Context: an optimization exercise on an open-source flow, tuned for small area, a short achievable clock period and few clock cycles per item. The choices shown serve that exercise and are no tape-out recipe.
In this exercise RTL edits were held to simulation tests only and were not proved equivalent to the original.
Power is estimated from default activity; no workload was simulated.

[flow/design.v]
module power_calc (
    input  logic        clk,
    input  logic        rst,
    input  logic        in_valid,
    input  logic [19:0] in_data_1,
    input  logic [2:0]  in_data_2,
    output logic        busy,
    output logic        out_valid,
    output logic [59:0] out_data
);
    logic [19:0] b_r;        
    logic [9:0]  a_r;        
    logic [59:0] acc_r;      
    logic [19:0] cs_r;       
    logic [19:0] cc_r;       
    logic        ci_r;       
    logic [2:0]  j_r;        
    logic [2:0]  rem_r;      
    logic        act_r;      
    logic        first_r;    
    logic        small_r;    
    logic        kzero_r;    
    logic        stall_r;    
    logic        res_r;      
    logic        resfin_r;   
    logic [2:0]  rpos_r;     
    logic        ov_r;
    logic        gate_r;     
    logic [29:0] ts, tc;     
    logic [10:0] lo;         
    logic [19:0] rsum;       
    logic        gate;
    logic        last;
    logic        hi_zero;
    logic        run;
    logic        fin;
    logic        take;
    logic [9:0]  slot_nxt;   
    assign gate = gate_r;
    power_calc_csa u_csa (
        .a  (a_r),
        .b  (b_r),
        .cs (gate ? cs_r : 20'd0),
        .cc (gate ? cc_r : 20'd0),
        .ci (gate & ci_r),
        .s  (ts),
        .c  (tc)
    );
    assign lo   = {1'b0, ts[9:0]} + {1'b0, tc[9:0]};
    assign rsum = cs_r + cc_r + {19'd0, ci_r};
    always_comb begin
        case (j_r)
            3'd1:    hi_zero = ~|acc_r[59:20];
            3'd2:    hi_zero = ~|acc_r[59:30];
            3'd3:    hi_zero = ~|acc_r[59:40];
            default: hi_zero = 1'b1;
        endcase
        if (first_r) begin
            slot_nxt = b_r[19:10];
        end else if (res_r && rpos_r == 3'd1) begin
            slot_nxt = rsum[9:0];
        end else if (res_r && rpos_r == 3'd0) begin
            slot_nxt = rsum[19:10];
        end else begin
            case (j_r)
                3'd0:    slot_nxt = acc_r[19:10];
                3'd1:    slot_nxt = acc_r[29:20];
                3'd2:    slot_nxt = acc_r[39:30];
                default: slot_nxt = acc_r[49:40];
            endcase
        end
    end
    assign last = (j_r == 3'd0) ? ~|b_r[19:10] : (first_r | hi_zero);
    assign run  = act_r & ~stall_r & ~small_r;
    assign fin  = act_r & ~stall_r & (small_r | (last & (rem_r == 3'd1)));
    assign busy = act_r & ~fin;
    assign take = in_valid & ~busy;
    always_ff @(posedge clk) begin
        if (rst) begin
            act_r   <= 1'b0;
            ov_r    <= 1'b0;
            res_r   <= 1'b0;
            stall_r <= 1'b0;
        end else begin
            ov_r    <= res_r & resfin_r;
            res_r   <= act_r & ~stall_r & (small_r | last);
            stall_r <= run & last & (j_r == 3'd0) & (rem_r != 3'd1);
            if (fin) act_r <= 1'b0;
            if (take) act_r <= 1'b1;
        end
    end
    always_ff @(posedge clk) begin
        if (res_r) begin
            for (int i = 0; i < 6; i++) begin
                if (i == int'(rpos_r))     acc_r[10*i +: 10] <= rsum[9:0];
                if (i == int'(rpos_r) + 1) acc_r[10*i +: 10] <= rsum[19:10];
                if (i > int'(rpos_r) + 1)  acc_r[10*i +: 10] <= 10'd0;
            end
        end
        if (stall_r) begin
            a_r <= rsum[9:0];
        end
        if (act_r && !stall_r && small_r) begin
            cs_r     <= kzero_r ? 20'd1024 : b_r;
            cc_r     <= 20'd0;
            ci_r     <= 1'b0;
            rpos_r   <= 3'd0;
            resfin_r <= 1'b1;
        end
        if (run) begin
            for (int i = 0; i < 5; i++) begin
                if (j_r != 3'd0 && i == int'(j_r) - 1) acc_r[10*i +: 10] <= lo[9:0];
            end
            cs_r <= ts[29:10];
            cc_r <= tc[29:10];
            ci_r <= lo[10];
            if (!last) begin
                a_r    <= slot_nxt;
                j_r    <= j_r + 3'd1;
                gate_r <= 1'b1;
            end else begin
                if (j_r == 3'd1)      a_r <= lo[9:0];
                else if (j_r != 3'd0) a_r <= acc_r[9:0];
                j_r      <= 3'd0;
                gate_r   <= 1'b0;
                rpos_r   <= j_r;
                resfin_r <= (rem_r == 3'd1);
                rem_r    <= rem_r - 3'd1;
                first_r  <= 1'b0;
            end
        end
        if (take) begin
            b_r     <= in_data_1;
            a_r     <= in_data_1[9:0];
            j_r     <= 3'd0;
            gate_r  <= 1'b0;
            first_r <= 1'b1;
            small_r <= in_data_2 < 3'd2;
            kzero_r <= in_data_2 == 3'd0;
            rem_r   <= (in_data_2 > 3'd5) ? 3'd4 : in_data_2 - 3'd1;
        end
    end
    assign out_valid = ov_r;
    assign out_data  = acc_r;
endmodule
module power_calc_csa (
    input  logic [9:0]  a,
    input  logic [19:0] b,
    input  logic [19:0] cs,
    input  logic [19:0] cc,
    input  logic        ci,
    output logic [29:0] s,
    output logic [29:0] c
);
    logic w1;
    logic w2;
    logic w3;
    logic w4;
    logic w5;
    logic w6;
    logic w7;
    logic w8;
    logic w9;
    logic w10;
    logic w11;
    logic w12;
    logic w13;
    logic w14;
    logic w15;
    logic w16;
    logic w17;
    logic w18;
    logic w19;
    logic w20;
    logic w21;
    logic w22;
    logic w23;
    logic w24;
    logic w25;
    logic w26;
    logic w27;
    logic w28;
    logic w29;
    logic w30;
    logic w31;
    logic w32;
    logic w33;
    logic w34;
    logic w35;
    logic w36;
    logic w37;
    logic w38;
    logic w39;
    logic w40;
    logic w41;
    logic w42;
    logic w43;
    logic w44;
    logic w45;
    logic w46;
    logic w47;
    logic w48;
    logic w49;
    logic w50;
    logic w51;
    logic w52;
    logic w53;
    logic w54;
    logic w55;
    logic w56;
    logic w57;
    logic w58;
    logic w59;
    logic w60;
    logic w61;
    logic w62;
    logic w63;
    logic w64;
    logic w65;
    logic w66;
    logic w67;
    logic w68;
    logic w69;
    logic w70;
    logic w71;
    logic w72;
    logic w73;
    logic w74;
    logic w75;
    logic w76;
    logic w77;
    logic w78;
    logic w79;
    logic w80;
    logic w81;
    logic w82;
    logic w83;
    logic w84;
    logic w85;
    logic w86;
    logic w87;
    logic w88;
    logic w89;
    logic w90;
    logic w91;
    logic w92;
    logic w93;
    logic w94;
    logic w95;
    logic w96;
    logic w97;
    logic w98;
    logic w99;
    logic w100;
    logic w101;
    logic w102;
    logic w103;
    logic w104;
    logic w105;
    logic w106;
    logic w107;
    logic w108;
    logic w109;
    logic w110;
    logic w111;
    logic w112;
    logic w113;
    logic w114;
    logic w115;
    logic w116;
    logic w117;
    logic w118;
    logic w119;
    logic w120;
    logic w121;
    logic w122;
    logic w123;
    logic w124;
    logic w125;
    logic w126;
    logic w127;
    logic w128;
    logic w129;
    logic w130;
    logic w131;
    logic w132;
    logic w133;
    logic w134;
    logic w135;
    logic w136;
    logic w137;
    logic w138;
    logic w139;
    logic w140;
    logic w141;
    logic w142;
    logic w143;
    logic w144;
    logic w145;
    logic w146;
    logic w147;
    logic w148;
    logic w149;
    logic w150;
    logic w151;
    logic w152;
    logic w153;
    logic w154;
    logic w155;
    logic w156;
    logic w157;
    logic w158;
    logic w159;
    logic w160;
    logic w161;
    logic w162;
    logic w163;
    logic w164;
    logic w165;
    logic w166;
    logic w167;
    logic w168;
    logic w169;
    logic w170;
    logic w171;
    logic w172;
    logic w173;
    logic w174;
    logic w175;
    logic w176;
    logic w177;
    logic w178;
    logic w179;
    logic w180;
    logic w181;
    logic w182;
    logic w183;
    logic w184;
    logic w185;
    logic w186;
    logic w187;
    logic w188;
    logic w189;
    logic w190;
    logic w191;
    logic w192;
    logic w193;
    logic w194;
    logic w195;
    logic w196;
    logic w197;
    logic w198;
    logic w199;
    logic w200;
    logic w201;
    logic w202;
    logic w203;
    logic w204;
    logic w205;
    logic w206;
    logic w207;
    logic w208;
    logic w209;
    logic w210;
    logic w211;
    logic w212;
    logic w213;
    logic w214;
    logic w215;
    logic w216;
    logic w217;
    logic w218;
    logic w219;
    logic w220;
    logic w221;
    logic w222;
    logic w223;
    logic w224;
    logic w225;
    logic w226;
    logic w227;
    logic w228;
    logic w229;
    logic w230;
    logic w231;
    logic w232;
    logic w233;
    logic w234;
    logic w235;
    logic w236;
    logic w237;
    logic w238;
    logic w239;
    logic w240;
    logic w241;
    logic w242;
    logic w243;
    logic w244;
    logic w245;
    logic w246;
    logic w247;
    logic w248;
    logic w249;
    logic w250;
    logic w251;
    logic w252;
    logic w253;
    logic w254;
    logic w255;
    logic w256;
    logic w257;
    logic w258;
    logic w259;
    logic w260;
    logic w261;
    logic w262;
    logic w263;
    logic w264;
    logic w265;
    logic w266;
    logic w267;
    logic w268;
    logic w269;
    logic w270;
    logic w271;
    logic w272;
    logic w273;
    logic w274;
    logic w275;
    logic w276;
    logic w277;
    logic w278;
    logic w279;
    logic w280;
    logic w281;
    logic w282;
    logic w283;
    logic w284;
    logic w285;
    logic w286;
    logic w287;
    logic w288;
    logic w289;
    logic w290;
    logic w291;
    logic w292;
    logic w293;
    logic w294;
    logic w295;
    logic w296;
    logic w297;
    logic w298;
    logic w299;
    logic w300;
    logic w301;
    logic w302;
    logic w303;
    logic w304;
    logic w305;
    logic w306;
    logic w307;
    logic w308;
    logic w309;
    logic w310;
    logic w311;
    logic w312;
    logic w313;
    logic w314;
    logic w315;
    logic w316;
    logic w317;
    logic w318;
    logic w319;
    logic w320;
    logic w321;
    logic w322;
    logic w323;
    logic w324;
    logic w325;
    logic w326;
    logic w327;
    logic w328;
    logic w329;
    logic w330;
    logic w331;
    logic w332;
    logic w333;
    logic w334;
    logic w335;
    logic w336;
    logic w337;
    logic w338;
    logic w339;
    logic w340;
    logic w341;
    logic w342;
    logic w343;
    logic w344;
    logic w345;
    logic w346;
    logic w347;
    logic w348;
    logic w349;
    logic w350;
    logic w351;
    logic w352;
    logic w353;
    logic w354;
    logic w355;
    logic w356;
    logic w357;
    logic w358;
    logic w359;
    logic w360;
    logic w361;
    logic w362;
    logic w363;
    logic w364;
    logic w365;
    logic w366;
    logic w367;
    logic w368;
    logic w369;
    logic w370;
    logic w371;
    logic w372;
    logic w373;
    logic w374;
    logic w375;
    logic w376;
    logic w377;
    logic w378;
    logic w379;
    logic w380;
    logic w381;
    logic w382;
    logic w383;
    logic w384;
    logic w385;
    logic w386;
    logic w387;
    logic w388;
    logic w389;
    logic w390;
    logic w391;
    logic w392;
    logic w393;
    logic w394;
    logic w395;
    logic w396;
    logic w397;
    logic w398;
    logic w399;
    logic w400;
    logic w401;
    logic w402;
    assign w1 = cs[7] ^ cc[7];
    assign w2 = cs[7] & cc[7];
    assign w3 = cs[8] ^ cc[8] ^ (a[0] & b[8]);
    assign w4 = (cs[8] & cc[8]) | (cs[8] & (a[0] & b[8])) | (cc[8] & (a[0] & b[8]));
    assign w5 = (a[1] & b[7]) ^ (a[2] & b[6]);
    assign w6 = (a[1] & b[7]) & (a[2] & b[6]);
    assign w7 = cs[9] ^ cc[9] ^ (a[0] & b[9]);
    assign w8 = (cs[9] & cc[9]) | (cs[9] & (a[0] & b[9])) | (cc[9] & (a[0] & b[9]));
    assign w9 = (a[1] & b[8]) ^ (a[2] & b[7]) ^ (a[3] & b[6]);
    assign w10 = ((a[1] & b[8]) & (a[2] & b[7])) | ((a[1] & b[8]) & (a[3] & b[6])) | ((a[2] & b[7]) & (a[3] & b[6]));
    assign w11 = (a[4] & b[5]) ^ (a[5] & b[4]);
    assign w12 = (a[4] & b[5]) & (a[5] & b[4]);
    assign w13 = cs[10] ^ cc[10] ^ (a[0] & b[10]);
    assign w14 = (cs[10] & cc[10]) | (cs[10] & (a[0] & b[10])) | (cc[10] & (a[0] & b[10]));
    assign w15 = (a[1] & b[9]) ^ (a[2] & b[8]) ^ (a[3] & b[7]);
    assign w16 = ((a[1] & b[9]) & (a[2] & b[8])) | ((a[1] & b[9]) & (a[3] & b[7])) | ((a[2] & b[8]) & (a[3] & b[7]));
    assign w17 = (a[4] & b[6]) ^ (a[5] & b[5]) ^ (a[6] & b[4]);
    assign w18 = ((a[4] & b[6]) & (a[5] & b[5])) | ((a[4] & b[6]) & (a[6] & b[4])) | ((a[5] & b[5]) & (a[6] & b[4]));
    assign w19 = cs[11] ^ cc[11] ^ (a[0] & b[11]);
    assign w20 = (cs[11] & cc[11]) | (cs[11] & (a[0] & b[11])) | (cc[11] & (a[0] & b[11]));
    assign w21 = (a[1] & b[10]) ^ (a[2] & b[9]) ^ (a[3] & b[8]);
    assign w22 = ((a[1] & b[10]) & (a[2] & b[9])) | ((a[1] & b[10]) & (a[3] & b[8])) | ((a[2] & b[9]) & (a[3] & b[8]));
    assign w23 = (a[4] & b[7]) ^ (a[5] & b[6]) ^ (a[6] & b[5]);
    assign w24 = ((a[4] & b[7]) & (a[5] & b[6])) | ((a[4] & b[7]) & (a[6] & b[5])) | ((a[5] & b[6]) & (a[6] & b[5]));
    assign w25 = cs[12] ^ cc[12] ^ (a[0] & b[12]);
    assign w26 = (cs[12] & cc[12]) | (cs[12] & (a[0] & b[12])) | (cc[12] & (a[0] & b[12]));
    assign w27 = (a[1] & b[11]) ^ (a[2] & b[10]) ^ (a[3] & b[9]);
    assign w28 = ((a[1] & b[11]) & (a[2] & b[10])) | ((a[1] & b[11]) & (a[3] & b[9])) | ((a[2] & b[10]) & (a[3] & b[9]));
    assign w29 = (a[4] & b[8]) ^ (a[5] & b[7]) ^ (a[6] & b[6]);
    assign w30 = ((a[4] & b[8]) & (a[5] & b[7])) | ((a[4] & b[8]) & (a[6] & b[6])) | ((a[5] & b[7]) & (a[6] & b[6]));
    assign w31 = cs[13] ^ cc[13] ^ (a[0] & b[13]);
    assign w32 = (cs[13] & cc[13]) | (cs[13] & (a[0] & b[13])) | (cc[13] & (a[0] & b[13]));
    assign w33 = (a[1] & b[12]) ^ (a[2] & b[11]) ^ (a[3] & b[10]);
    assign w34 = ((a[1] & b[12]) & (a[2] & b[11])) | ((a[1] & b[12]) & (a[3] & b[10])) | ((a[2] & b[11]) & (a[3] & b[10]));
    assign w35 = (a[4] & b[9]) ^ (a[5] & b[8]) ^ (a[6] & b[7]);
    assign w36 = ((a[4] & b[9]) & (a[5] & b[8])) | ((a[4] & b[9]) & (a[6] & b[7])) | ((a[5] & b[8]) & (a[6] & b[7]));
    assign w37 = cs[14] ^ cc[14] ^ (a[0] & b[14]);
    assign w38 = (cs[14] & cc[14]) | (cs[14] & (a[0] & b[14])) | (cc[14] & (a[0] & b[14]));
    assign w39 = (a[1] & b[13]) ^ (a[2] & b[12]) ^ (a[3] & b[11]);
    assign w40 = ((a[1] & b[13]) & (a[2] & b[12])) | ((a[1] & b[13]) & (a[3] & b[11])) | ((a[2] & b[12]) & (a[3] & b[11]));
    assign w41 = (a[4] & b[10]) ^ (a[5] & b[9]) ^ (a[6] & b[8]);
    assign w42 = ((a[4] & b[10]) & (a[5] & b[9])) | ((a[4] & b[10]) & (a[6] & b[8])) | ((a[5] & b[9]) & (a[6] & b[8]));
    assign w43 = cs[15] ^ cc[15] ^ (a[0] & b[15]);
    assign w44 = (cs[15] & cc[15]) | (cs[15] & (a[0] & b[15])) | (cc[15] & (a[0] & b[15]));
    assign w45 = (a[1] & b[14]) ^ (a[2] & b[13]) ^ (a[3] & b[12]);
    assign w46 = ((a[1] & b[14]) & (a[2] & b[13])) | ((a[1] & b[14]) & (a[3] & b[12])) | ((a[2] & b[13]) & (a[3] & b[12]));
    assign w47 = (a[4] & b[11]) ^ (a[5] & b[10]) ^ (a[6] & b[9]);
    assign w48 = ((a[4] & b[11]) & (a[5] & b[10])) | ((a[4] & b[11]) & (a[6] & b[9])) | ((a[5] & b[10]) & (a[6] & b[9]));
    assign w49 = cs[16] ^ cc[16] ^ (a[0] & b[16]);
    assign w50 = (cs[16] & cc[16]) | (cs[16] & (a[0] & b[16])) | (cc[16] & (a[0] & b[16]));
    assign w51 = (a[1] & b[15]) ^ (a[2] & b[14]) ^ (a[3] & b[13]);
    assign w52 = ((a[1] & b[15]) & (a[2] & b[14])) | ((a[1] & b[15]) & (a[3] & b[13])) | ((a[2] & b[14]) & (a[3] & b[13]));
    assign w53 = (a[4] & b[12]) ^ (a[5] & b[11]) ^ (a[6] & b[10]);
    assign w54 = ((a[4] & b[12]) & (a[5] & b[11])) | ((a[4] & b[12]) & (a[6] & b[10])) | ((a[5] & b[11]) & (a[6] & b[10]));
    assign w55 = cs[17] ^ cc[17] ^ (a[0] & b[17]);
    assign w56 = (cs[17] & cc[17]) | (cs[17] & (a[0] & b[17])) | (cc[17] & (a[0] & b[17]));
    assign w57 = (a[1] & b[16]) ^ (a[2] & b[15]) ^ (a[3] & b[14]);
    assign w58 = ((a[1] & b[16]) & (a[2] & b[15])) | ((a[1] & b[16]) & (a[3] & b[14])) | ((a[2] & b[15]) & (a[3] & b[14]));
    assign w59 = (a[4] & b[13]) ^ (a[5] & b[12]) ^ (a[6] & b[11]);
    assign w60 = ((a[4] & b[13]) & (a[5] & b[12])) | ((a[4] & b[13]) & (a[6] & b[11])) | ((a[5] & b[12]) & (a[6] & b[11]));
    assign w61 = cs[18] ^ cc[18] ^ (a[0] & b[18]);
    assign w62 = (cs[18] & cc[18]) | (cs[18] & (a[0] & b[18])) | (cc[18] & (a[0] & b[18]));
    assign w63 = (a[1] & b[17]) ^ (a[2] & b[16]) ^ (a[3] & b[15]);
    assign w64 = ((a[1] & b[17]) & (a[2] & b[16])) | ((a[1] & b[17]) & (a[3] & b[15])) | ((a[2] & b[16]) & (a[3] & b[15]));
    assign w65 = (a[4] & b[14]) ^ (a[5] & b[13]) ^ (a[6] & b[12]);
    assign w66 = ((a[4] & b[14]) & (a[5] & b[13])) | ((a[4] & b[14]) & (a[6] & b[12])) | ((a[5] & b[13]) & (a[6] & b[12]));
    assign w67 = cs[19] ^ cc[19] ^ (a[0] & b[19]);
    assign w68 = (cs[19] & cc[19]) | (cs[19] & (a[0] & b[19])) | (cc[19] & (a[0] & b[19]));
    assign w69 = (a[1] & b[18]) ^ (a[2] & b[17]) ^ (a[3] & b[16]);
    assign w70 = ((a[1] & b[18]) & (a[2] & b[17])) | ((a[1] & b[18]) & (a[3] & b[16])) | ((a[2] & b[17]) & (a[3] & b[16]));
    assign w71 = (a[4] & b[15]) ^ (a[5] & b[14]) ^ (a[6] & b[13]);
    assign w72 = ((a[4] & b[15]) & (a[5] & b[14])) | ((a[4] & b[15]) & (a[6] & b[13])) | ((a[5] & b[14]) & (a[6] & b[13]));
    assign w73 = (a[1] & b[19]) ^ (a[2] & b[18]) ^ (a[3] & b[17]);
    assign w74 = ((a[1] & b[19]) & (a[2] & b[18])) | ((a[1] & b[19]) & (a[3] & b[17])) | ((a[2] & b[18]) & (a[3] & b[17]));
    assign w75 = (a[4] & b[16]) ^ (a[5] & b[15]);
    assign w76 = (a[4] & b[16]) & (a[5] & b[15]);
    assign w77 = (a[2] & b[19]) ^ (a[3] & b[18]);
    assign w78 = (a[2] & b[19]) & (a[3] & b[18]);
    assign w79 = cs[4] ^ cc[4];
    assign w80 = cs[4] & cc[4];
    assign w81 = cs[5] ^ cc[5] ^ (a[0] & b[5]);
    assign w82 = (cs[5] & cc[5]) | (cs[5] & (a[0] & b[5])) | (cc[5] & (a[0] & b[5]));
    assign w83 = (a[1] & b[4]) ^ (a[2] & b[3]);
    assign w84 = (a[1] & b[4]) & (a[2] & b[3]);
    assign w85 = cs[6] ^ cc[6] ^ (a[0] & b[6]);
    assign w86 = (cs[6] & cc[6]) | (cs[6] & (a[0] & b[6])) | (cc[6] & (a[0] & b[6]));
    assign w87 = (a[1] & b[5]) ^ (a[2] & b[4]) ^ (a[3] & b[3]);
    assign w88 = ((a[1] & b[5]) & (a[2] & b[4])) | ((a[1] & b[5]) & (a[3] & b[3])) | ((a[2] & b[4]) & (a[3] & b[3]));
    assign w89 = (a[4] & b[2]) ^ (a[5] & b[1]);
    assign w90 = (a[4] & b[2]) & (a[5] & b[1]);
    assign w91 = (a[0] & b[7]) ^ (a[1] & b[6]) ^ (a[2] & b[5]);
    assign w92 = ((a[0] & b[7]) & (a[1] & b[6])) | ((a[0] & b[7]) & (a[2] & b[5])) | ((a[1] & b[6]) & (a[2] & b[5]));
    assign w93 = (a[3] & b[4]) ^ (a[4] & b[3]) ^ (a[5] & b[2]);
    assign w94 = ((a[3] & b[4]) & (a[4] & b[3])) | ((a[3] & b[4]) & (a[5] & b[2])) | ((a[4] & b[3]) & (a[5] & b[2]));
    assign w95 = (a[6] & b[1]) ^ (a[7] & b[0]) ^ w1;
    assign w96 = ((a[6] & b[1]) & (a[7] & b[0])) | ((a[6] & b[1]) & w1) | ((a[7] & b[0]) & w1);
    assign w97 = (a[3] & b[5]) ^ (a[4] & b[4]) ^ (a[5] & b[3]);
    assign w98 = ((a[3] & b[5]) & (a[4] & b[4])) | ((a[3] & b[5]) & (a[5] & b[3])) | ((a[4] & b[4]) & (a[5] & b[3]));
    assign w99 = (a[6] & b[2]) ^ (a[7] & b[1]) ^ (a[8] & b[0]);
    assign w100 = ((a[6] & b[2]) & (a[7] & b[1])) | ((a[6] & b[2]) & (a[8] & b[0])) | ((a[7] & b[1]) & (a[8] & b[0]));
    assign w101 = w2 ^ w5 ^ w3;
    assign w102 = (w2 & w5) | (w2 & w3) | (w5 & w3);
    assign w103 = (a[6] & b[3]) ^ (a[7] & b[2]) ^ (a[8] & b[1]);
    assign w104 = ((a[6] & b[3]) & (a[7] & b[2])) | ((a[6] & b[3]) & (a[8] & b[1])) | ((a[7] & b[2]) & (a[8] & b[1]));
    assign w105 = (a[9] & b[0]) ^ w6 ^ w11;
    assign w106 = ((a[9] & b[0]) & w6) | ((a[9] & b[0]) & w11) | (w6 & w11);
    assign w107 = w4 ^ w7 ^ w9;
    assign w108 = (w4 & w7) | (w4 & w9) | (w7 & w9);
    assign w109 = (a[7] & b[3]) ^ (a[8] & b[2]) ^ (a[9] & b[1]);
    assign w110 = ((a[7] & b[3]) & (a[8] & b[2])) | ((a[7] & b[3]) & (a[9] & b[1])) | ((a[8] & b[2]) & (a[9] & b[1]));
    assign w111 = w12 ^ w8 ^ w10;
    assign w112 = (w12 & w8) | (w12 & w10) | (w8 & w10);
    assign w113 = w13 ^ w15 ^ w17;
    assign w114 = (w13 & w15) | (w13 & w17) | (w15 & w17);
    assign w115 = (a[7] & b[4]) ^ (a[8] & b[3]) ^ (a[9] & b[2]);
    assign w116 = ((a[7] & b[4]) & (a[8] & b[3])) | ((a[7] & b[4]) & (a[9] & b[2])) | ((a[8] & b[3]) & (a[9] & b[2]));
    assign w117 = w14 ^ w16 ^ w18;
    assign w118 = (w14 & w16) | (w14 & w18) | (w16 & w18);
    assign w119 = w19 ^ w21 ^ w23;
    assign w120 = (w19 & w21) | (w19 & w23) | (w21 & w23);
    assign w121 = (a[7] & b[5]) ^ (a[8] & b[4]) ^ (a[9] & b[3]);
    assign w122 = ((a[7] & b[5]) & (a[8] & b[4])) | ((a[7] & b[5]) & (a[9] & b[3])) | ((a[8] & b[4]) & (a[9] & b[3]));
    assign w123 = w20 ^ w22 ^ w24;
    assign w124 = (w20 & w22) | (w20 & w24) | (w22 & w24);
    assign w125 = w25 ^ w27 ^ w29;
    assign w126 = (w25 & w27) | (w25 & w29) | (w27 & w29);
    assign w127 = (a[7] & b[6]) ^ (a[8] & b[5]) ^ (a[9] & b[4]);
    assign w128 = ((a[7] & b[6]) & (a[8] & b[5])) | ((a[7] & b[6]) & (a[9] & b[4])) | ((a[8] & b[5]) & (a[9] & b[4]));
    assign w129 = w26 ^ w28 ^ w30;
    assign w130 = (w26 & w28) | (w26 & w30) | (w28 & w30);
    assign w131 = w31 ^ w33 ^ w35;
    assign w132 = (w31 & w33) | (w31 & w35) | (w33 & w35);
    assign w133 = (a[7] & b[7]) ^ (a[8] & b[6]) ^ (a[9] & b[5]);
    assign w134 = ((a[7] & b[7]) & (a[8] & b[6])) | ((a[7] & b[7]) & (a[9] & b[5])) | ((a[8] & b[6]) & (a[9] & b[5]));
    assign w135 = w32 ^ w34 ^ w36;
    assign w136 = (w32 & w34) | (w32 & w36) | (w34 & w36);
    assign w137 = w37 ^ w39 ^ w41;
    assign w138 = (w37 & w39) | (w37 & w41) | (w39 & w41);
    assign w139 = (a[7] & b[8]) ^ (a[8] & b[7]) ^ (a[9] & b[6]);
    assign w140 = ((a[7] & b[8]) & (a[8] & b[7])) | ((a[7] & b[8]) & (a[9] & b[6])) | ((a[8] & b[7]) & (a[9] & b[6]));
    assign w141 = w38 ^ w40 ^ w42;
    assign w142 = (w38 & w40) | (w38 & w42) | (w40 & w42);
    assign w143 = w43 ^ w45 ^ w47;
    assign w144 = (w43 & w45) | (w43 & w47) | (w45 & w47);
    assign w145 = (a[7] & b[9]) ^ (a[8] & b[8]) ^ (a[9] & b[7]);
    assign w146 = ((a[7] & b[9]) & (a[8] & b[8])) | ((a[7] & b[9]) & (a[9] & b[7])) | ((a[8] & b[8]) & (a[9] & b[7]));
    assign w147 = w44 ^ w46 ^ w48;
    assign w148 = (w44 & w46) | (w44 & w48) | (w46 & w48);
    assign w149 = w49 ^ w51 ^ w53;
    assign w150 = (w49 & w51) | (w49 & w53) | (w51 & w53);
    assign w151 = (a[7] & b[10]) ^ (a[8] & b[9]) ^ (a[9] & b[8]);
    assign w152 = ((a[7] & b[10]) & (a[8] & b[9])) | ((a[7] & b[10]) & (a[9] & b[8])) | ((a[8] & b[9]) & (a[9] & b[8]));
    assign w153 = w50 ^ w52 ^ w54;
    assign w154 = (w50 & w52) | (w50 & w54) | (w52 & w54);
    assign w155 = w55 ^ w57 ^ w59;
    assign w156 = (w55 & w57) | (w55 & w59) | (w57 & w59);
    assign w157 = (a[7] & b[11]) ^ (a[8] & b[10]) ^ (a[9] & b[9]);
    assign w158 = ((a[7] & b[11]) & (a[8] & b[10])) | ((a[7] & b[11]) & (a[9] & b[9])) | ((a[8] & b[10]) & (a[9] & b[9]));
    assign w159 = w56 ^ w58 ^ w60;
    assign w160 = (w56 & w58) | (w56 & w60) | (w58 & w60);
    assign w161 = w61 ^ w63 ^ w65;
    assign w162 = (w61 & w63) | (w61 & w65) | (w63 & w65);
    assign w163 = (a[7] & b[12]) ^ (a[8] & b[11]) ^ (a[9] & b[10]);
    assign w164 = ((a[7] & b[12]) & (a[8] & b[11])) | ((a[7] & b[12]) & (a[9] & b[10])) | ((a[8] & b[11]) & (a[9] & b[10]));
    assign w165 = w62 ^ w64 ^ w66;
    assign w166 = (w62 & w64) | (w62 & w66) | (w64 & w66);
    assign w167 = w67 ^ w69 ^ w71;
    assign w168 = (w67 & w69) | (w67 & w71) | (w69 & w71);
    assign w169 = (a[6] & b[14]) ^ (a[7] & b[13]) ^ (a[8] & b[12]);
    assign w170 = ((a[6] & b[14]) & (a[7] & b[13])) | ((a[6] & b[14]) & (a[8] & b[12])) | ((a[7] & b[13]) & (a[8] & b[12]));
    assign w171 = (a[9] & b[11]) ^ w75 ^ w68;
    assign w172 = ((a[9] & b[11]) & w75) | ((a[9] & b[11]) & w68) | (w75 & w68);
    assign w173 = w70 ^ w72 ^ w73;
    assign w174 = (w70 & w72) | (w70 & w73) | (w72 & w73);
    assign w175 = (a[4] & b[17]) ^ (a[5] & b[16]) ^ (a[6] & b[15]);
    assign w176 = ((a[4] & b[17]) & (a[5] & b[16])) | ((a[4] & b[17]) & (a[6] & b[15])) | ((a[5] & b[16]) & (a[6] & b[15]));
    assign w177 = (a[7] & b[14]) ^ (a[8] & b[13]) ^ (a[9] & b[12]);
    assign w178 = ((a[7] & b[14]) & (a[8] & b[13])) | ((a[7] & b[14]) & (a[9] & b[12])) | ((a[8] & b[13]) & (a[9] & b[12]));
    assign w179 = w76 ^ w77 ^ w74;
    assign w180 = (w76 & w77) | (w76 & w74) | (w77 & w74);
    assign w181 = (a[3] & b[19]) ^ (a[4] & b[18]) ^ (a[5] & b[17]);
    assign w182 = ((a[3] & b[19]) & (a[4] & b[18])) | ((a[3] & b[19]) & (a[5] & b[17])) | ((a[4] & b[18]) & (a[5] & b[17]));
    assign w183 = (a[6] & b[16]) ^ (a[7] & b[15]) ^ (a[8] & b[14]);
    assign w184 = ((a[6] & b[16]) & (a[7] & b[15])) | ((a[6] & b[16]) & (a[8] & b[14])) | ((a[7] & b[15]) & (a[8] & b[14]));
    assign w185 = (a[9] & b[13]) ^ w78;
    assign w186 = (a[9] & b[13]) & w78;
    assign w187 = (a[4] & b[19]) ^ (a[5] & b[18]) ^ (a[6] & b[17]);
    assign w188 = ((a[4] & b[19]) & (a[5] & b[18])) | ((a[4] & b[19]) & (a[6] & b[17])) | ((a[5] & b[18]) & (a[6] & b[17]));
    assign w189 = (a[7] & b[16]) ^ (a[8] & b[15]);
    assign w190 = (a[7] & b[16]) & (a[8] & b[15]);
    assign w191 = (a[5] & b[19]) ^ (a[6] & b[18]);
    assign w192 = (a[5] & b[19]) & (a[6] & b[18]);
    assign w193 = cs[2] ^ cc[2];
    assign w194 = cs[2] & cc[2];
    assign w195 = cs[3] ^ cc[3] ^ (a[0] & b[3]);
    assign w196 = (cs[3] & cc[3]) | (cs[3] & (a[0] & b[3])) | (cc[3] & (a[0] & b[3]));
    assign w197 = (a[1] & b[2]) ^ (a[2] & b[1]);
    assign w198 = (a[1] & b[2]) & (a[2] & b[1]);
    assign w199 = (a[0] & b[4]) ^ (a[1] & b[3]) ^ (a[2] & b[2]);
    assign w200 = ((a[0] & b[4]) & (a[1] & b[3])) | ((a[0] & b[4]) & (a[2] & b[2])) | ((a[1] & b[3]) & (a[2] & b[2]));
    assign w201 = (a[3] & b[1]) ^ (a[4] & b[0]) ^ w79;
    assign w202 = ((a[3] & b[1]) & (a[4] & b[0])) | ((a[3] & b[1]) & w79) | ((a[4] & b[0]) & w79);
    assign w203 = (a[3] & b[2]) ^ (a[4] & b[1]) ^ (a[5] & b[0]);
    assign w204 = ((a[3] & b[2]) & (a[4] & b[1])) | ((a[3] & b[2]) & (a[5] & b[0])) | ((a[4] & b[1]) & (a[5] & b[0]));
    assign w205 = w80 ^ w83 ^ w81;
    assign w206 = (w80 & w83) | (w80 & w81) | (w83 & w81);
    assign w207 = (a[6] & b[0]) ^ w84 ^ w89;
    assign w208 = ((a[6] & b[0]) & w84) | ((a[6] & b[0]) & w89) | (w84 & w89);
    assign w209 = w82 ^ w85 ^ w87;
    assign w210 = (w82 & w85) | (w82 & w87) | (w85 & w87);
    assign w211 = w90 ^ w86 ^ w88;
    assign w212 = (w90 & w86) | (w90 & w88) | (w86 & w88);
    assign w213 = w91 ^ w93 ^ w95;
    assign w214 = (w91 & w93) | (w91 & w95) | (w93 & w95);
    assign w215 = w92 ^ w94 ^ w96;
    assign w216 = (w92 & w94) | (w92 & w96) | (w94 & w96);
    assign w217 = w97 ^ w99 ^ w101;
    assign w218 = (w97 & w99) | (w97 & w101) | (w99 & w101);
    assign w219 = w98 ^ w100 ^ w103;
    assign w220 = (w98 & w100) | (w98 & w103) | (w100 & w103);
    assign w221 = w105 ^ w102 ^ w107;
    assign w222 = (w105 & w102) | (w105 & w107) | (w102 & w107);
    assign w223 = w104 ^ w109 ^ w106;
    assign w224 = (w104 & w109) | (w104 & w106) | (w109 & w106);
    assign w225 = w108 ^ w111 ^ w113;
    assign w226 = (w108 & w111) | (w108 & w113) | (w111 & w113);
    assign w227 = w110 ^ w115 ^ w112;
    assign w228 = (w110 & w115) | (w110 & w112) | (w115 & w112);
    assign w229 = w114 ^ w117 ^ w119;
    assign w230 = (w114 & w117) | (w114 & w119) | (w117 & w119);
    assign w231 = w116 ^ w121 ^ w118;
    assign w232 = (w116 & w121) | (w116 & w118) | (w121 & w118);
    assign w233 = w120 ^ w123 ^ w125;
    assign w234 = (w120 & w123) | (w120 & w125) | (w123 & w125);
    assign w235 = w122 ^ w127 ^ w124;
    assign w236 = (w122 & w127) | (w122 & w124) | (w127 & w124);
    assign w237 = w126 ^ w129 ^ w131;
    assign w238 = (w126 & w129) | (w126 & w131) | (w129 & w131);
    assign w239 = w128 ^ w133 ^ w130;
    assign w240 = (w128 & w133) | (w128 & w130) | (w133 & w130);
    assign w241 = w132 ^ w135 ^ w137;
    assign w242 = (w132 & w135) | (w132 & w137) | (w135 & w137);
    assign w243 = w134 ^ w139 ^ w136;
    assign w244 = (w134 & w139) | (w134 & w136) | (w139 & w136);
    assign w245 = w138 ^ w141 ^ w143;
    assign w246 = (w138 & w141) | (w138 & w143) | (w141 & w143);
    assign w247 = w140 ^ w145 ^ w142;
    assign w248 = (w140 & w145) | (w140 & w142) | (w145 & w142);
    assign w249 = w144 ^ w147 ^ w149;
    assign w250 = (w144 & w147) | (w144 & w149) | (w147 & w149);
    assign w251 = w146 ^ w151 ^ w148;
    assign w252 = (w146 & w151) | (w146 & w148) | (w151 & w148);
    assign w253 = w150 ^ w153 ^ w155;
    assign w254 = (w150 & w153) | (w150 & w155) | (w153 & w155);
    assign w255 = w152 ^ w157 ^ w154;
    assign w256 = (w152 & w157) | (w152 & w154) | (w157 & w154);
    assign w257 = w156 ^ w159 ^ w161;
    assign w258 = (w156 & w159) | (w156 & w161) | (w159 & w161);
    assign w259 = w158 ^ w163 ^ w160;
    assign w260 = (w158 & w163) | (w158 & w160) | (w163 & w160);
    assign w261 = w162 ^ w165 ^ w167;
    assign w262 = (w162 & w165) | (w162 & w167) | (w165 & w167);
    assign w263 = w164 ^ w169 ^ w166;
    assign w264 = (w164 & w169) | (w164 & w166) | (w169 & w166);
    assign w265 = w168 ^ w171 ^ w173;
    assign w266 = (w168 & w171) | (w168 & w173) | (w171 & w173);
    assign w267 = w170 ^ w175 ^ w177;
    assign w268 = (w170 & w175) | (w170 & w177) | (w175 & w177);
    assign w269 = w172 ^ w174 ^ w179;
    assign w270 = (w172 & w174) | (w172 & w179) | (w174 & w179);
    assign w271 = w176 ^ w178 ^ w181;
    assign w272 = (w176 & w178) | (w176 & w181) | (w178 & w181);
    assign w273 = w183 ^ w185 ^ w180;
    assign w274 = (w183 & w185) | (w183 & w180) | (w185 & w180);
    assign w275 = (a[9] & b[14]) ^ w189 ^ w182;
    assign w276 = ((a[9] & b[14]) & w189) | ((a[9] & b[14]) & w182) | (w189 & w182);
    assign w277 = w184 ^ w186 ^ w187;
    assign w278 = (w184 & w186) | (w184 & w187) | (w186 & w187);
    assign w279 = (a[7] & b[17]) ^ (a[8] & b[16]) ^ (a[9] & b[15]);
    assign w280 = ((a[7] & b[17]) & (a[8] & b[16])) | ((a[7] & b[17]) & (a[9] & b[15])) | ((a[8] & b[16]) & (a[9] & b[15]));
    assign w281 = w190 ^ w191 ^ w188;
    assign w282 = (w190 & w191) | (w190 & w188) | (w191 & w188);
    assign w283 = (a[6] & b[19]) ^ (a[7] & b[18]) ^ (a[8] & b[17]);
    assign w284 = ((a[6] & b[19]) & (a[7] & b[18])) | ((a[6] & b[19]) & (a[8] & b[17])) | ((a[7] & b[18]) & (a[8] & b[17]));
    assign w285 = (a[9] & b[16]) ^ w192;
    assign w286 = (a[9] & b[16]) & w192;
    assign w287 = (a[7] & b[19]) ^ (a[8] & b[18]);
    assign w288 = (a[7] & b[19]) & (a[8] & b[18]);
    assign w289 = cs[0] ^ cc[0];
    assign w290 = cs[0] & cc[0];
    assign w291 = cs[1] ^ cc[1] ^ (a[0] & b[1]);
    assign w292 = (cs[1] & cc[1]) | (cs[1] & (a[0] & b[1])) | (cc[1] & (a[0] & b[1]));
    assign w293 = (a[0] & b[2]) ^ (a[1] & b[1]) ^ (a[2] & b[0]);
    assign w294 = ((a[0] & b[2]) & (a[1] & b[1])) | ((a[0] & b[2]) & (a[2] & b[0])) | ((a[1] & b[1]) & (a[2] & b[0]));
    assign w295 = (a[3] & b[0]) ^ w194 ^ w197;
    assign w296 = ((a[3] & b[0]) & w194) | ((a[3] & b[0]) & w197) | (w194 & w197);
    assign w297 = w198 ^ w196 ^ w199;
    assign w298 = (w198 & w196) | (w198 & w199) | (w196 & w199);
    assign w299 = w200 ^ w202 ^ w203;
    assign w300 = (w200 & w202) | (w200 & w203) | (w202 & w203);
    assign w301 = w204 ^ w207 ^ w206;
    assign w302 = (w204 & w207) | (w204 & w206) | (w207 & w206);
    assign w303 = w208 ^ w210 ^ w211;
    assign w304 = (w208 & w210) | (w208 & w211) | (w210 & w211);
    assign w305 = w212 ^ w214 ^ w215;
    assign w306 = (w212 & w214) | (w212 & w215) | (w214 & w215);
    assign w307 = w216 ^ w219 ^ w218;
    assign w308 = (w216 & w219) | (w216 & w218) | (w219 & w218);
    assign w309 = w220 ^ w223 ^ w222;
    assign w310 = (w220 & w223) | (w220 & w222) | (w223 & w222);
    assign w311 = w224 ^ w227 ^ w226;
    assign w312 = (w224 & w227) | (w224 & w226) | (w227 & w226);
    assign w313 = w228 ^ w231 ^ w230;
    assign w314 = (w228 & w231) | (w228 & w230) | (w231 & w230);
    assign w315 = w232 ^ w235 ^ w234;
    assign w316 = (w232 & w235) | (w232 & w234) | (w235 & w234);
    assign w317 = w236 ^ w239 ^ w238;
    assign w318 = (w236 & w239) | (w236 & w238) | (w239 & w238);
    assign w319 = w240 ^ w243 ^ w242;
    assign w320 = (w240 & w243) | (w240 & w242) | (w243 & w242);
    assign w321 = w244 ^ w247 ^ w246;
    assign w322 = (w244 & w247) | (w244 & w246) | (w247 & w246);
    assign w323 = w248 ^ w251 ^ w250;
    assign w324 = (w248 & w251) | (w248 & w250) | (w251 & w250);
    assign w325 = w252 ^ w255 ^ w254;
    assign w326 = (w252 & w255) | (w252 & w254) | (w255 & w254);
    assign w327 = w256 ^ w259 ^ w258;
    assign w328 = (w256 & w259) | (w256 & w258) | (w259 & w258);
    assign w329 = w260 ^ w263 ^ w262;
    assign w330 = (w260 & w263) | (w260 & w262) | (w263 & w262);
    assign w331 = w267 ^ w264 ^ w266;
    assign w332 = (w267 & w264) | (w267 & w266) | (w264 & w266);
    assign w333 = w268 ^ w271 ^ w270;
    assign w334 = (w268 & w271) | (w268 & w270) | (w271 & w270);
    assign w335 = w272 ^ w275 ^ w277;
    assign w336 = (w272 & w275) | (w272 & w277) | (w275 & w277);
    assign w337 = w279 ^ w276 ^ w278;
    assign w338 = (w279 & w276) | (w279 & w278) | (w276 & w278);
    assign w339 = w280 ^ w283 ^ w285;
    assign w340 = (w280 & w283) | (w280 & w285) | (w283 & w285);
    assign w341 = (a[9] & b[17]) ^ w287 ^ w284;
    assign w342 = ((a[9] & b[17]) & w287) | ((a[9] & b[17]) & w284) | (w287 & w284);
    assign w343 = (a[8] & b[19]) ^ (a[9] & b[18]);
    assign w344 = (a[8] & b[19]) & (a[9] & b[18]);
    assign w345 = ci ^ (a[0] & b[0]);
    assign w346 = ci & (a[0] & b[0]);
    assign w347 = (a[1] & b[0]) ^ w290 ^ w291;
    assign w348 = ((a[1] & b[0]) & w290) | ((a[1] & b[0]) & w291) | (w290 & w291);
    assign w349 = w193 ^ w292 ^ w293;
    assign w350 = (w193 & w292) | (w193 & w293) | (w292 & w293);
    assign w351 = w294 ^ w195 ^ w295;
    assign w352 = (w294 & w195) | (w294 & w295) | (w195 & w295);
    assign w353 = w201 ^ w296 ^ w297;
    assign w354 = (w201 & w296) | (w201 & w297) | (w296 & w297);
    assign w355 = w298 ^ w299 ^ w205;
    assign w356 = (w298 & w299) | (w298 & w205) | (w299 & w205);
    assign w357 = w300 ^ w209 ^ w301;
    assign w358 = (w300 & w209) | (w300 & w301) | (w209 & w301);
    assign w359 = w213 ^ w302 ^ w303;
    assign w360 = (w213 & w302) | (w213 & w303) | (w302 & w303);
    assign w361 = w304 ^ w305 ^ w217;
    assign w362 = (w304 & w305) | (w304 & w217) | (w305 & w217);
    assign w363 = w306 ^ w221 ^ w307;
    assign w364 = (w306 & w221) | (w306 & w307) | (w221 & w307);
    assign w365 = w225 ^ w308 ^ w309;
    assign w366 = (w225 & w308) | (w225 & w309) | (w308 & w309);
    assign w367 = w229 ^ w310 ^ w311;
    assign w368 = (w229 & w310) | (w229 & w311) | (w310 & w311);
    assign w369 = w233 ^ w312 ^ w313;
    assign w370 = (w233 & w312) | (w233 & w313) | (w312 & w313);
    assign w371 = w237 ^ w314 ^ w315;
    assign w372 = (w237 & w314) | (w237 & w315) | (w314 & w315);
    assign w373 = w241 ^ w316 ^ w317;
    assign w374 = (w241 & w316) | (w241 & w317) | (w316 & w317);
    assign w375 = w245 ^ w318 ^ w319;
    assign w376 = (w245 & w318) | (w245 & w319) | (w318 & w319);
    assign w377 = w249 ^ w320 ^ w321;
    assign w378 = (w249 & w320) | (w249 & w321) | (w320 & w321);
    assign w379 = w253 ^ w322 ^ w323;
    assign w380 = (w253 & w322) | (w253 & w323) | (w322 & w323);
    assign w381 = w257 ^ w324 ^ w325;
    assign w382 = (w257 & w324) | (w257 & w325) | (w324 & w325);
    assign w383 = w261 ^ w326 ^ w327;
    assign w384 = (w261 & w326) | (w261 & w327) | (w326 & w327);
    assign w385 = w265 ^ w328 ^ w329;
    assign w386 = (w265 & w328) | (w265 & w329) | (w328 & w329);
    assign w387 = w269 ^ w330 ^ w331;
    assign w388 = (w269 & w330) | (w269 & w331) | (w330 & w331);
    assign w389 = w273 ^ w332 ^ w333;
    assign w390 = (w273 & w332) | (w273 & w333) | (w332 & w333);
    assign w391 = w274 ^ w335 ^ w334;
    assign w392 = (w274 & w335) | (w274 & w334) | (w335 & w334);
    assign w393 = w281 ^ w336 ^ w337;
    assign w394 = (w281 & w336) | (w281 & w337) | (w336 & w337);
    assign w395 = w282 ^ w339 ^ w338;
    assign w396 = (w282 & w339) | (w282 & w338) | (w339 & w338);
    assign w397 = w286 ^ w341 ^ w340;
    assign w398 = (w286 & w341) | (w286 & w340) | (w341 & w340);
    assign w399 = w288 ^ w343 ^ w342;
    assign w400 = (w288 & w343) | (w288 & w342) | (w343 & w342);
    assign w401 = (a[9] & b[19]) ^ w344;
    assign w402 = (a[9] & b[19]) & w344;
    assign s[0] = w289;
    assign c[0] = w345;
    assign s[1] = w346;
    assign c[1] = w347;
    assign s[2] = w348;
    assign c[2] = w349;
    assign s[3] = w350;
    assign c[3] = w351;
    assign s[4] = w352;
    assign c[4] = w353;
    assign s[5] = w354;
    assign c[5] = w355;
    assign s[6] = w356;
    assign c[6] = w357;
    assign s[7] = w358;
    assign c[7] = w359;
    assign s[8] = w360;
    assign c[8] = w361;
    assign s[9] = w362;
    assign c[9] = w363;
    assign s[10] = w364;
    assign c[10] = w365;
    assign s[11] = w366;
    assign c[11] = w367;
    assign s[12] = w368;
    assign c[12] = w369;
    assign s[13] = w370;
    assign c[13] = w371;
    assign s[14] = w372;
    assign c[14] = w373;
    assign s[15] = w374;
    assign c[15] = w375;
    assign s[16] = w376;
    assign c[16] = w377;
    assign s[17] = w378;
    assign c[17] = w379;
    assign s[18] = w380;
    assign c[18] = w381;
    assign s[19] = w382;
    assign c[19] = w383;
    assign s[20] = w384;
    assign c[20] = w385;
    assign s[21] = w386;
    assign c[21] = w387;
    assign s[22] = w388;
    assign c[22] = w389;
    assign s[23] = w390;
    assign c[23] = w391;
    assign s[24] = w393;
    assign c[24] = w392;
    assign s[25] = w394;
    assign c[25] = w395;
    assign s[26] = w397;
    assign c[26] = w396;
    assign s[27] = w399;
    assign c[27] = w398;
    assign s[28] = w401;
    assign c[28] = w400;
    assign s[29] = w402;
    assign c[29] = 1'b0;
endmodule
[flow/run.sh]
#!/bin/bash
# synth_recipe.tcl (not shown) runs the flow's synth.tcl, then flattens the netlist and writes it again
# the make line also repeats each setting of config.mk as NAME=value (left out here)
make -C /OpenROAD-flow-scripts/flow DESIGN_CONFIG=/design/flow/config.mk WORK_HOME=/design/flow/orfs CLKGATE_MAP_FILE= SYNTH_SCRIPT=/design/flow/synth_recipe.tcl finish
[flow/config.mk]
export PLATFORM = sky130hd
export DESIGN_NAME = power_calc
export DESIGN_NICKNAME = power_calc
export VERILOG_FILES = /design/flow/design.v
export SDC_FILE = /design/flow/constraint.sdc
export NUM_CORES = 4
export LEC_CHECK = 0
export CAP_MARGIN = 20
export CORE_MARGIN = 2
export CORE_UTILIZATION = 40
export SETUP_SLACK_MARGIN = 4
export SLEW_MARGIN = 20
[flow/constraint.sdc]
create_clock -name core_clock -period 10.0 [get_ports {clk}]
set_input_delay 2.0000 -clock core_clock [delete_from_list [all_inputs] [get_ports {clk}]]
set_output_delay 2.0000 -clock core_clock [all_outputs]
set_load 0.01 [all_outputs]
==> summary.txt, run 1 <==
Run status
  • Status: complete, no violations

Route
  • Via total after detailed routing: 13893
  • Total Wirelength: 55.47 mm
  • WL per Instance: 22.96 µm
  • DR DRC count: 0
  • Vias per cell: 5.750
  • 1st-iter DRT viols: 1372
  • Final ANT Viol Nets: 0
  • Drt first pass iters: 8

Critical path
  • Critical-path cell list: inv_1 -> ha_1 -> nor2b_4 -> a41oi_2 -> o21ai_1 -> a31o_1 -> a21oi_1 -> o21a_1 -> clkdlybuf4s50_1
  • Reg-to-Reg End: a_r[9]
  • Worst EP required: 8.00 ns
  • Worst reg-to-reg setup slack: 4.83 ns
  • Worst EP arrival: 3.64 ns
  • Kind of critical path: flop to output pin
  • Critical R2R Launch: a_r[1]
  • Crit path max-delay family: compound AO/OA/AOI/OAI gates
  • Crit path max fanout: 27
  • Worst Setup Start Kind: flop
  • Crit end category: output pin
  • CP endpoint: busy
  • Critical path depth: 9
  • CP Launch Point: j_r[1]
  • Worst path buffer plus inverter count: 2
  • Critical Path Slowest Stage Cell: nor2b_4
  • R2R cell count: 16
  • CP peak stage delay: 0.63 ns

Placement
  • Post-DP HPWL: 40.95 mm
  • GPL Wtd Cong: 0.9990
  • IO buf count: 87

Final layout
  • Nets@finish: 2153
  • Area Overhead vs Synth: 11.93%
  • Fill cells: 3928
  • Multi-input gate area: 10930 µm²
  • Fraction of layout cells with a size suffix above 1: 4.019%
  • # diodes: 0
  • Register area: 3714 µm²

Logic synthesis
  • Syn Std Cell Area: 15910 µm²
  • Mapped Avg Cell Area: 8.496 µm²
  • Fraction of registers with async set/reset: 0%
  • Number of synthesized flops with an enable pin: 75
  • Share of the synthesized area in the top cell type: 23.16%
  • Ranking of synthesized cells by area: fa_1 23%, edfxtp_1 14%, dfxtp_1 9.2%
  • Ys flop type: edfxtp_1
  • Sequential element share of the synthesized area: 23.35%
  • Most frequent cell after synthesis: nand2_1
  • Yosys warns: 1
  • Syn Nets: 2147
  • Synth unique cells: 77
  • Cells after Synth: 1872
  • Most frequent cells after synthesis: 246 x nand2_1, 213 x inv_1, 184 x fa_1
  • Post-synth top area cell: fa_1
  • Post-synthesis register bit count: 148

Clock tree
  • Post-CTS setup repair buffer count: 0
  • H-tree levels: 4
  • Worst skew pair latency: 0.46 ns
  • Root Driver: clkbuf_16
  • CTS buffer count: 17
  • Clock sinks: 148
  • CTS tree: built
  • CTS max path bufs: 2
  • Clock transition at path regs: 0.07 ns

Die
  • Core ar.: 39460 µm²
  • Die height: 203.4 µm
  • Rows: 73
  • I/O pin count: 88
  • Initial core utilization: 40.31%
  • Die width: 203.4 µm
  • Die area: 41370 µm²

STA
  • Final Setup Violations: 0
  • Fin. max-slew vios: 0
  • Max Fclk: 177.3 MHz
  • Worst Tran Pin Value: 1.252 ns
  • Clock period minus worst slack: 5.642 ns
  • Total negative slack: 0 ns
  • Final Hold Vio Count: 0
  • Max Clock Skew: 0.01234 ns
  • Rel. slew slack: 15.94%
  • RSZ-0062 raised after global routing: false
  • Tcrit/Tclk final: 56.42%

Power
  • Sequential cell fraction of total power: 17.3%
  • Pint: 2.638 mW
  • Leak: 7.561 nW
  • Pwr/cell area: 316.2 nW/µm²
  • Clk pwr share: 12.6%
  • Worst vdd ir: 0.3982 mV
  • Combinational power share: 70.1%
  • Switch Pwr: 2.992 mW
  • Total Power: 5.630 mW
  • Switch share: 53.15%

Run
  • Max_cap viols: 0

Global route
  • First-pass GRT wire length: 84.12 mm
  • Initial antenna violation count: 0
  • Pin count of the biggest net entering global routing: 54
  • Global Route Usage Sum: 27.25%
  • Vias in the first global route: 13659
  • Overflow after GRT: 0

Worst hold path
  • Hold WC Path Type: flop to flop
-- power groups by stage --
stage | sequential, mW | clock [mW] | combinational, mW
final | 0.974 | 0.710 | 3.95
after floorplan | 0.875 | 0 | 2.23
after detailed placement | 0.983 | 0 | 3.86
after CTS | 0.968 | 0.714 | 3.87
after global placement | 0.979 | 0 | 3.80
after global routing | 0.982 | 0.739 | 4.30
-- sequential cells by signal (all words and copies together), names as in the netlist, 3 cells and up --
| signal | flops |
|---|---|
| b_r | 20 |
| j_r | 3 |
| cs_r | 20 |
| cc_r | 19 |
| a_r | 10 |
| rem_r | 3 |
| acc_r | 60 |
| rpos_r | 3 |
-- layout by cell type, fill, tap and decap left out, drive strengths merged, types with 9 or more instances in the layout --
master         synthesis  final
a211oi                17     17
a21o                  16     16
a21oi                 97     97
a221oi                 9      9
a31oi                 30     30
and2                 181    181
and3                  10     10
buf                   15     24
clkbuf               109     21
clkdlybuf4s50          0     87
dfxtp                 73     73
edfxtp                75     75
fa                   184    184
ha                    65     65
inv                  214    217
mux2i                 15     15
nand2                246    246
nand3                 37     37
nand3b                21     21
nand4                 12     12
nor2                 133    133
nor2b                 17     17
nor3                  24     24
nor4                  14     14
o211ai                26     26
o21ai                 76     76
o22ai                 12     12
xnor2                 18     18
xor2                  10     10
-- routing by layer --
| metal | global-route usage (%) | wire length, µm | vias up |
|---|---|---|---|
| met4 | 11.78 | 2262 | 0 |
| met5 | 0 | 0 | - |
| met3 | 4.267 | 4241 | 132 |
| met2 | 43.77 | 25790 | 609 |
| met1 | 36.53 | 23180 | 6906 |
| li1 | - | - | 6246 |
-- worst min-delay path by stage --
stage | start | endpoint | slack, ns | depth (start not counted)
detailed placement | resfin_r | ov_r | 0.46 | 2
finish | resfin_r | ov_r | 0.46 | 2
global route | resfin_r | ov_r | 0.47 | 2
global placement | resfin_r | ov_r | 0.45 | 2
CTS | resfin_r | ov_r | 0.46 | 2
floorplan | resfin_r | ov_r | 0.42 | 2
-- worst min-delay path, cell delays in order, from the launching register on --
cell     delay [ns]
dfxtp_1        0.32
nand2_1        0.07
nor2_1         0.04
-- logic make-up after synthesis --
group,after synthesis,share of synthesized area (%)
adder cells (fa/ha/maj),249,28.27
flip-flops,148,23.35
AO/OA/AOI/OAI,373,15.44
XOR/XNOR,28,1.589
AND/OR/NAND/NOR,716,22.00
multiplexers,18,1.156
buffers and inverters,340,8.189
-- per-stage QoR --
step                      hold slack (ns)  cell area, µm²  cells  setup slack [ns]  util, %
after CTS                          0.4630           17790   2416             4.032    45.09
after global routing               0.4736           17800   2416             4.144    45.12
final                              0.4566           17800   2416             4.358    45.12
after global placement             0.4505           17140   2384             4.626    43.44
after detailed placement           0.4579           17150   2384             4.534    43.47
after floorplan                    0.4188           15910   1872             5.491        -
-- area by class of cell --
| class | count | area share [%] |
|---|---|---|
| timing repair buffer | 111 | 5.903 |
| sequential | 148 | 20.86 |
| inverter | 216 | 4.554 |
| multi-input combinational | 1384 | 61.40 |
| clock buffer | 21 | 2.825 |
| tap | 525 | 3.690 |
| clock inverter | 11 | 0.7660 |
-- repair_timing --
action,4_1_cts,5_1_grt
gates resized for setup,0,2
hold buffers,0,0
endpoints found under the setup margin,0,1
Testbench counts, summed over its fixed seeds: cycles 11,737, items 1,920.
==> run 2, diff against run 1 <==
--- a/flow/config.mk
+++ b/flow/config.mk
@@ -9,4 +9,4 @@
 export CORE_MARGIN = 2
 export CORE_UTILIZATION = 40
-export SETUP_SLACK_MARGIN = 4
+export SETUP_SLACK_MARGIN = 5
 export SLEW_MARGIN = 20
==> run 2 against run 1 <==
Against the previous run: still clean on timing, DRC and antenna; non-clock buffer count rose by 19; global-route usage is 0.087 points higher; routed wire length increased by 0.23%; combinational power hardly changed; fmax increased by 15%; synthesized area did not move; sequential share of layout area decreased by 0.16 points; design area grew 1.3%; total power grew 0.30%; clock skew fell by 0.00072 ns; critical path type unchanged; largest cell class unchanged; largest power group unchanged.
==> summary.txt, run 2 <==
Global route
  • Pin count of the biggest net entering global routing: 54
  • Initial antenna violation count: 0
  • Overflow after GRT: 0
  • Vias in the first global route: 13744
  • Global Route Usage Sum: 27.33%
  • First-pass GRT wire length: 84.44 mm

Route
  • Drt first pass iters: 5
  • Final ANT Viol Nets: 0
  • DR top layer: met4
  • Met2 WL: 25.63 mm
  • WL per Instance: 22.82 µm
  • 1st-iter DRT viols: 1425
  • Met3 wire length: 4.588 mm
  • DR DRC count: 0
  • Via total after detailed routing: 14070
  • Total Wirelength: 55.60 mm
  • Vias per cell: 5.773
  • M1 WL: 22.84 mm

Critical path
  • Reg-to-Reg End: a_r[9]
  • Crit path max fanout: 13
  • R2R cell count: 16
  • Worst EP required: 8.00 ns
  • Crit end category: output pin
  • Worst reg-to-reg setup slack: 5.18 ns
  • Worst EP arrival: 2.89 ns
  • Critical R2R Launch: b_r[4]
  • Worst Setup Start Kind: flop
  • Kind of critical path: flop to output pin

Clock tree
  • Worst skew pair latency: 0.45 ns
  • CTS tree: built
  • H-tree levels: 4
  • Clock transition at path regs: 0.07 ns
  • CTS buffer count: 17
  • Root Driver: clkbuf_16
  • CTS max path bufs: 2
  • Clock sinks: 148

Logic synthesis
  • Share of the synthesized area in the top cell type: 23.16%
  • Sequential element share of the synthesized area: 23.35%
  • Most frequent cell after synthesis: nand2_1
  • Syn Nets: 2147
  • Cells after Synth: 1872
  • Ys flop type: edfxtp_1
  • Post-synth top area cell: fa_1
  • Number of synthesized flops with an enable pin: 75
  • Ranking of synthesized cells by area: fa_1 23%, edfxtp_1 14%, dfxtp_1 9.2%
  • Mapped Avg Cell Area: 8.496 µm²
  • Most frequent cells after synthesis: 246 x nand2_1, 213 x inv_1, 184 x fa_1
  • Synth unique cells: 77
  • Syn Std Cell Area: 15910 µm²
  • Fraction of registers with async set/reset: 0%
  • Post-synthesis register bit count: 148
  • Yosys warns: 1

Power
  • Sequential cell fraction of total power: 17.2%
  • Switch share: 52.95%
  • Clk pwr share: 12.5%
  • Pwr/cell area: 313.1 nW/µm²
  • Switch Pwr: 2.990 mW
  • Combinational power share: 70.3%
  • Leak: 7.669 nW
  • Pint: 2.657 mW
  • Worst vdd ir: 0.3768 mV

Final layout
  • Fraction of layout cells with a size suffix above 1: 5.858%
  • Most frequent cells in the layout: 246 x nand2_1, 213 x inv_1, 184 x fa_1, 181 x and2_1, 131 x nor2_1
  • Register area: 3734 µm²
  • Largest register FFs: 60
  • Layout Cells excl Fill: 2437
  • Area Overhead vs Synth: 13.39%
  • Nets@finish: 2174
  • Fill cells: 3913
  • Multi-input gate area: 11000 µm²
  • Largest registers: acc_r: 60 flops, b_r: 20 flops, cs_r: 20 flops
  • Most common cell after layout, fill and taps aside: nand2_1
  • # diodes: 0
  • Largest Register: acc_r

Die
  • Die height: 203.4 µm
  • Rows: 73
  • I/O pin count: 88
  • Die area: 41370 µm²
  • Initial core utilization: 40.31%
  • Core ar.: 39460 µm²
  • Die width: 203.4 µm

STA
  • Worst Tran Pin Value: 1.205 ns
  • Max Fclk: 204.6 MHz
  • Final Hold Vio Count: 0
  • Max Clock Skew: 0.01162 ns
  • RSZ-0062 raised after global routing: false
  • Final Setup Violations: 0
  • Rel. slew slack: 19.06%
  • Tcrit/Tclk final: 48.88%
  • Clock period minus worst slack: 4.888 ns
  • Hold_ws: 0.4576 ns
  • Total negative slack: 0 ns
  • Fin. max-slew vios: 0

Worst hold path
  • Hold endpoint: ov_r
  • Hold WC Path Type: flop to flop
  • Worst Hold Depth: 2
  • Hold Crit Start: resfin_r

Run
  • Max_cap viols: 0

Run status
  • Status: complete, no violations

Placement
  • Placed Instances: 2384
  • Post-DP HPWL: 40.95 mm
  • IO buf count: 87
  • GPL Wtd Cong: 0.9990
-- run 2: cell counts after synthesis --
No cell type changed its count.
-- run 2: worst max path at each step --
stage | start | to | slack (ns) | cells after the start
6_report | b_r[14] | busy | 5.11 | 7
3_3_place_gp | j_r[1] | busy | 4.63 | 9
5_1_grt | b_r[15] | busy | 5.00 | 7
3_5_place_dp | j_r[1] | busy | 4.53 | 9
4_1_cts | j_r[0] | busy | 4.95 | 9
2_1_floorplan | b_r[4] | a_r[9] | 5.49 | 16
-- run 2: layer usage --
layer  vias up  GRT usage (%)
li1       6291              -
met1      6982          36.54
met2       648          43.65
met3       149          4.378
met4         0          12.49
met5         -              0
-- run 2: through the flow --
step | util (%) | cell area (µm²) | worst slack, ns | power (mW)
global placement | 43.44 | 17140 | 4.626 | 4.776
finish | 45.71 | 18030 | 5.112 | 5.647
global route | 45.71 | 18030 | 4.998 | 6.051
detailed placement | 43.47 | 17150 | 4.534 | 4.843
CTS | 45.25 | 17860 | 4.952 | 5.560
floorplan | - | 15910 | 5.491 | 3.100
-- run 2: what timing repair did --
item	in CTS	in global routing
endpoints found under the setup margin	2	3
pin swaps	0	0
setup buffers	3	16
gates resized for setup	9	16
cloned	2	0
hold buffers	0	0
-- run 2: area by class of cell --
cell class,count,share of cell area (%)
timing repair buffer,130,6.619
clock buffer,21,2.789
tap,525,3.642
inverter,216,4.516
sequential,148,20.70
multi-input combinational,1386,60.98
clock inverter,11,0.7562
-- run 2: cell families (layout without fill, tap and decap cells) --
group,Yosys count,in the layout,share of synthesized area (%)
muxes,18,18,1.156
xor gates and xnor gates,28,28,1.589
and+or+nand+nor,716,718,22.00
buffers and inverters,340,378,8.189
AOI/OAI and AO/OA,373,373,15.44
adders and majority gates,249,249,28.27
DFF,148,148,23.35
-- run 2: worst max-delay path: stages, from the launching register on --
cell	delay [ns]
edfxtp_1	0.61
nor4_1	0.50
nand4_1	0.18
o21ai_0	0.16
a31o_4	0.23
a21oi_1	0.09
o21a_1	0.19
clkdlybuf4s50_1	0.47
-- run 2: power by group through the flow --
stage	Combinational (mW)	Sequential (mW)	Clock, mW
final	3.97	0.970	0.708
after global routing	4.34	0.976	0.739
after CTS	3.88	0.969	0.714
after detailed placement	3.86	0.983	0
after global placement	3.80	0.979	0
after floorplan	2.23	0.875	0

==> afterwards: timing with drivers on the ports <==
No port has a modelled driver above. Below, the same layouts with a new extraction and two added sets of constraints. Step 1 sets driving cells, clkbuf_16 on the clock port and buf_2 on the other inputs (assumed; they add their load-dependent delay and slew). Step 2 moves the port delays by t, midway between the first and last clock arrival at a register: inputs arrive t later, outputs are due t later. That takes back most of the time a late clock gives input paths. Slacks: ideal / step 1 / step 2; pairs: ideal / step 1.
run	shift t [ns]	slack for setup (ns)	worst hold slack (ns)	worst setup path after step 2	worst register clock-pin slew, ns
run 1	0.508	4.358 / 4.301 / 4.808	0.457 / 0.457 / 0.457	register to output	0.07 / 0.07
run 2	0.506	5.112 / 5.054 / 5.026	0.458 / 0.458 / 0.458	input to register	0.07 / 0.07
After both steps every run listed still meets setup and hold. For run 2, which loses most, drivers alone change the setup slack by -0.058 ns; drivers and shift together by -0.086 ns.
